This design comes from an exercise in tuning for small area and a short achievable clock period on the open sky130 flow, not from production work. In this exercise RTL edits were held to simulation tests only and were not proved equivalent to the original. Power figures rest on the tool's default switching activity, not on a simulated workload.

==> flow/design.v <==
module rc4_cipher_buffer #(
   parameter  int DATA_W = 8,
   parameter  int DEPTH  = 256,
   localparam int ADDR_W = $clog2(DEPTH)
) (
   input  logic              clk,
   input  logic              rst,
   input  logic              flush,
   input  logic              wr_valid,
   input  logic [DATA_W-1:0] wr_data,
   input  logic              rd_start,
   input  logic              rd_ready,
   output logic              rd_valid,
   output logic [DATA_W-1:0] rd_data,
   output logic              rd_last,
   output logic [ADDR_W:0]   frame_len,
   output logic              busy,
   output logic              overflow,
   output logic              wr_drop,
   output logic [1:0]        o_dbg_state
);
   localparam int OFF_W = 2;
   localparam int COL_W = (ADDR_W - OFF_W) / 2;
   localparam int ROW_W = ADDR_W - OFF_W - COL_W;
   localparam int NOFF  = 1 << OFF_W;
   localparam int NCOL  = 1 << COL_W;
   localparam int NROW  = 1 << ROW_W;
   localparam logic [1:0] S_IDLE    = 2'd0;
   localparam logic [1:0] S_CAPTURE = 2'd1;
   localparam logic [1:0] S_HOLD    = 2'd2;
   localparam logic [1:0] S_REPLAY  = 2'd3;
   localparam logic [ADDR_W:0] DEPTH_L = (ADDR_W+1)'(DEPTH);
   logic [DEPTH*DATA_W-1:0] r_ring;
   logic [1:0]        r_state;
   logic [ADDR_W:0]   r_count;
   logic [ADDR_W:0]   r_frame_len;
   logic              r_overflow;
   logic              r_wr_drop;
   logic [ADDR_W-1:0] r_phase;
   logic [NOFF-1:0]   r_q_off;
   logic [NCOL-1:0]   r_q_col;
   logic [NROW-1:0]   r_q_row;
   logic [DATA_W-1:0] r_tap_dly [NOFF];   
   logic              r_prime;      
   logic [ADDR_W-1:0] r_rem;        
   logic              r_rem_zero;   
   logic              r_rd_valid;
   logic              r_rd_last;
   logic [DATA_W-1:0] r_rd_data;
   logic              w_cap_start;
   logic              w_wr_en;
   logic              w_rep_start;
   logic              w_fetch;
   logic              w_fetch_last;
   logic              w_xfer_last;
   logic [ADDR_W-1:0] w_phase_nxt;
   logic [DATA_W-1:0] w_tap_word;
   logic [DATA_W-1:0] w_rd_word;
   assign w_cap_start  = ((r_state == S_IDLE) || (r_state == S_HOLD)) & wr_valid;
   assign w_wr_en      = w_cap_start | ((r_state == S_CAPTURE) & wr_valid & (r_count < DEPTH_L));
   assign w_rep_start  = (r_state == S_HOLD) & ~wr_valid & rd_start;
   assign w_xfer_last  = r_rd_valid & rd_ready & r_rd_last;
   assign w_fetch      = (r_state == S_REPLAY) & ~r_prime &
                         (~r_rd_valid | (rd_ready & ~r_rd_last));
   assign w_fetch_last = w_fetch & r_rem_zero;
   always_ff @(posedge clk) begin
      r_ring <= {r_ring[(DEPTH-1)*DATA_W-1:0],
                 w_wr_en ? wr_data : r_ring[DEPTH*DATA_W-1 -: DATA_W]};
   end
   assign w_phase_nxt = w_cap_start ? '0 : r_phase + 1'b1;
   always_ff @(posedge clk) begin
      r_phase <= w_phase_nxt;
   end
   logic              w_q_load;
   logic              w_q_hold;
   logic              w_q_adv;
   logic              w_col_adv;
   logic              w_row_adv;
   assign w_q_load  = w_cap_start | w_fetch_last;
   assign w_q_hold  = ~w_q_load & w_fetch;
   assign w_q_adv   = ~w_q_load & ~w_fetch;
   assign w_col_adv = w_q_adv & r_q_off[NOFF-1];
   assign w_row_adv = w_col_adv & r_q_col[NCOL-1];
   logic [NOFF-1:0]   w_q_off_nxt;
   logic [NCOL-1:0]   w_q_col_nxt;
   logic [NROW-1:0]   w_q_row_nxt;
   always_comb begin
      for (int i = 0; i < NOFF; i++)
         w_q_off_nxt[i] = (w_q_load & (w_phase_nxt[OFF_W-1:0] == i)) |
                          (~w_q_adv & ~w_q_load & r_q_off[i]) |
                          (w_q_adv & r_q_off[(i+NOFF-1)%NOFF]);
      for (int i = 0; i < NCOL; i++)
         w_q_col_nxt[i] = (w_q_load & (w_phase_nxt[OFF_W+COL_W-1:OFF_W] == i)) |
                          (~w_col_adv & ~w_q_load & r_q_col[i]) |
                          (w_col_adv & r_q_col[(i+NCOL-1)%NCOL]);
      for (int i = 0; i < NROW; i++)
         w_q_row_nxt[i] = (w_q_load & (w_phase_nxt[ADDR_W-1:OFF_W+COL_W] == i)) |
                          (~w_row_adv & ~w_q_load & r_q_row[i]) |
                          (w_row_adv & r_q_row[(i+NROW-1)%NROW]);
   end
   always_ff @(posedge clk) begin
      r_q_off  <= w_q_off_nxt;
      r_q_col  <= w_q_col_nxt;
      r_q_row  <= w_q_row_nxt;
   end
   always_comb begin
      w_tap_word  = '0;
      for (int r = 0; r < NROW; r++) begin
         logic [DATA_W-1:0] row_word;
         row_word = '0;
         for (int c = 0; c < NCOL; c++)
            row_word = row_word |
                       (r_ring[((r*NCOL+c)*NOFF)*DATA_W +: DATA_W] & {DATA_W{r_q_col[c]}});
         w_tap_word  = w_tap_word  | (row_word & {DATA_W{r_q_row[r]}});
      end
   end
   always_ff @(posedge clk) begin
      r_tap_dly[1] <= w_tap_word;
      for (int i = 2; i < NOFF; i++) r_tap_dly[i] <= r_tap_dly[i-1];
   end
   always_comb begin
      w_rd_word = w_tap_word & {DATA_W{r_q_off[0]}};
      for (int i = 1; i < NOFF; i++)
         w_rd_word = w_rd_word | (r_tap_dly[i] & {DATA_W{r_q_off[i]}});
   end
   always_ff @(posedge clk) begin
      if (!rst)         r_rd_data <= '0;
      else if (w_fetch) r_rd_data <= w_rd_word;
   end
   always_ff @(posedge clk) begin
      if (w_rep_start) begin
         r_rem      <= ADDR_W'(r_frame_len - 1'b1);
         r_rem_zero <= (r_frame_len == (ADDR_W+1)'(1));
      end else if (w_fetch) begin
         r_rem      <= r_rem - 1'b1;
         r_rem_zero <= (r_rem == ADDR_W'(1));
      end
   end
   always_ff @(posedge clk) begin
      if (!rst || flush) begin
         r_state     <= S_IDLE;
         r_count     <= '0;
         r_frame_len <= '0;
         r_overflow  <= 1'b0;
         r_wr_drop   <= 1'b0;
         r_prime     <= 1'b0;
         r_rd_valid  <= 1'b0;
         r_rd_last   <= 1'b0;
      end else begin
         r_prime <= w_rep_start;
         if (w_cap_start) begin
            r_state     <= S_CAPTURE;
            r_count     <= (ADDR_W+1)'(1);
            r_frame_len <= '0;
            r_overflow  <= 1'b0;
            r_wr_drop   <= 1'b0;
         end else if (w_rep_start) begin
            r_state <= S_REPLAY;
         end
         if (r_state == S_CAPTURE) begin
            if (wr_valid) begin
               if (r_count < DEPTH_L) r_count <= r_count + 1'b1;
               else                   r_overflow <= 1'b1;
            end else begin
               r_frame_len <= r_count;
               r_state     <= S_HOLD;
            end
         end
         if (r_state == S_REPLAY) begin
            if (wr_valid) r_wr_drop <= 1'b1;
            if (w_xfer_last) begin
               r_state    <= S_HOLD;
               r_rd_valid <= 1'b0;
               r_rd_last  <= 1'b0;
            end else if (w_fetch) begin
               r_rd_valid <= 1'b1;
               r_rd_last  <= r_rem_zero;
            end
         end
      end
   end
   assign rd_valid    = r_rd_valid;
   assign rd_data     = r_rd_data;
   assign rd_last     = r_rd_last;
   assign frame_len   = r_frame_len;
   assign overflow    = r_overflow;
   assign wr_drop     = r_wr_drop;
   assign busy        = r_state[0];
   assign o_dbg_state = r_state;
endmodule
clock: 4.2 ns
lec_check: 0
abc_area: 1
cap_margin: 20
core_margin: 2
core_utilization: 70
place_density: 0.72
setup_slack_margin: 2.2
slew_margin: 20
standard.sh (not shown) runs the stock make flow with config.mk's settings and CLKGATE_MAP_FILE= SYNTH_SCRIPT=/design/flow/synth_recipe.tcl, a recipe that flattens the netlist after the stock synthesis.
==> flow/flow/run.sh <==
#!/bin/bash
DU="sky130_fd_sc_hd__probe_p_8 sky130_fd_sc_hd__probec_p_8 sky130_fd_sc_hd__lpflow_bleeder_1"
DU="$DU sky130_fd_sc_hd__lpflow_clkbufkapwr_1 sky130_fd_sc_hd__lpflow_clkbufkapwr_16 sky130_fd_sc_hd__lpflow_clkbufkapwr_2"
DU="$DU sky130_fd_sc_hd__lpflow_clkbufkapwr_4 sky130_fd_sc_hd__lpflow_clkbufkapwr_8"
DU="$DU sky130_fd_sc_hd__lpflow_clkinvkapwr_1 sky130_fd_sc_hd__lpflow_clkinvkapwr_16 sky130_fd_sc_hd__lpflow_clkinvkapwr_2"
DU="$DU sky130_fd_sc_hd__lpflow_clkinvkapwr_4 sky130_fd_sc_hd__lpflow_clkinvkapwr_8"
DU="$DU sky130_fd_sc_hd__lpflow_decapkapwr_12 sky130_fd_sc_hd__lpflow_decapkapwr_3 sky130_fd_sc_hd__lpflow_decapkapwr_4"
DU="$DU sky130_fd_sc_hd__lpflow_decapkapwr_6 sky130_fd_sc_hd__lpflow_decapkapwr_8"
DU="$DU sky130_fd_sc_hd__lpflow_inputiso0n_1 sky130_fd_sc_hd__lpflow_inputiso0p_1 sky130_fd_sc_hd__lpflow_inputiso1n_1"
DU="$DU sky130_fd_sc_hd__lpflow_inputiso1p_1 sky130_fd_sc_hd__lpflow_inputisolatch_1"
DU="$DU sky130_fd_sc_hd__lpflow_isobufsrc_1 sky130_fd_sc_hd__lpflow_isobufsrc_16 sky130_fd_sc_hd__lpflow_isobufsrc_2"
DU="$DU sky130_fd_sc_hd__lpflow_isobufsrc_4 sky130_fd_sc_hd__lpflow_isobufsrc_8 sky130_fd_sc_hd__lpflow_isobufsrckapwr_16"
DU="$DU sky130_fd_sc_hd__lpflow_lsbuf_lh_hl_isowell_tap_1 sky130_fd_sc_hd__lpflow_lsbuf_lh_hl_isowell_tap_2"
DU="$DU sky130_fd_sc_hd__lpflow_lsbuf_lh_hl_isowell_tap_4 sky130_fd_sc_hd__lpflow_lsbuf_lh_isowell_4"
DU="$DU sky130_fd_sc_hd__lpflow_lsbuf_lh_isowell_tap_1 sky130_fd_sc_hd__lpflow_lsbuf_lh_isowell_tap_2"
DU="$DU sky130_fd_sc_hd__lpflow_lsbuf_lh_isowell_tap_4"
DU="$DU sky130_fd_sc_hd__clkdlybuf4s15_1 sky130_fd_sc_hd__clkdlybuf4s15_2 sky130_fd_sc_hd__clkdlybuf4s18_1"
DU="$DU sky130_fd_sc_hd__clkdlybuf4s18_2 sky130_fd_sc_hd__clkdlybuf4s25_1 sky130_fd_sc_hd__clkdlybuf4s25_2"
DU="$DU sky130_fd_sc_hd__clkdlybuf4s50_1 sky130_fd_sc_hd__clkdlybuf4s50_2 sky130_fd_sc_hd__dlygate4sd1_1"
DU="$DU sky130_fd_sc_hd__dlygate4sd2_1 sky130_fd_sc_hd__dlygate4sd3_1 sky130_fd_sc_hd__dlymetal6s2s_1"
DU="$DU sky130_fd_sc_hd__dlymetal6s4s_1 sky130_fd_sc_hd__dlymetal6s6s_1"
CTS="-sink_clustering_enable -repair_clock_nets -dont_use_dummy_load"
CTS="$CTS -sink_clustering_size 24 -sink_clustering_max_diameter 80"
bash standard.sh "DONT_USE_CELLS=$DU" "CTS_ARGS=$CTS" MATCH_CELL_FOOTPRINT=0 finish > standard.log 2>&1
Change:
Settings changed: PLACE_DENSITY 0.72 to unset.
- hold slack is better by 14 ps
- wire length grows slightly
- cell area stays flat
- maximum frequency goes up slightly
- non-clock buffer count decreases by 13
- register-to-register slack improves by 40 ps
- total power hardly moves
- critical path depth does not change
- global-route usage hardly moves
- clock power is about the same
- clock skew hardly moves
Change:
Settings changed: CORE_UTILIZATION 70 to 72.
After rerunning:
- total power hardly moves
- combinational power is lower by about 2%
- core utilization goes up by 2.7 points
Change:
Settings changed: CORE_UTILIZATION 72 to 70, SETUP_SLACK_MARGIN 2.2 to 2.0.
=>
- The new run finished with timing, DRC and antenna clean
- synthesized area stays the same
- final cell count came out higher by 0.60%
- flip-flop and latch count stays the same
- routed wire length came out lower by 0.80%
- first-iteration DRC count came out lower by 5.9%

## separate check: timing with driven ports
In the flow no input, the clock included, has a driving cell. The finished layouts below were timed again as built, in two steps.
Step 1: set_driving_cell puts a clkbuf_16 on clk and a buf_2 on each other input, an assumption about the parent block.
Step 2 also shifts input and output timing later by t, the mid clock arrival at the registers, as if the neighbouring blocks saw the same clock.
a / b / c = no drivers / after step 1 / after step 2; a / b = the first two.
| run | t, ns | setup slack, ns | clock arrival spread, ns |
|---|---|---|---|
| the first run | 0.710 | 2.215 / 2.144 / 1.623 | 0.078 / 0.078 |
| the second run | 0.718 | 2.234 / 2.168 / 1.662 | 0.055 / 0.054 |
| the third run | 0.704 | 2.231 / 2.165 / 1.683 | 0.068 / 0.068 |
| the fourth run | 0.713 | 2.098 / 2.031 / 1.564 | 0.067 / 0.068 |
After both steps setup and hold are still met in every run listed. For the first run, which loses most, drivers alone change the setup slack by -0.071 ns; drivers and shift together by -0.592 ns.
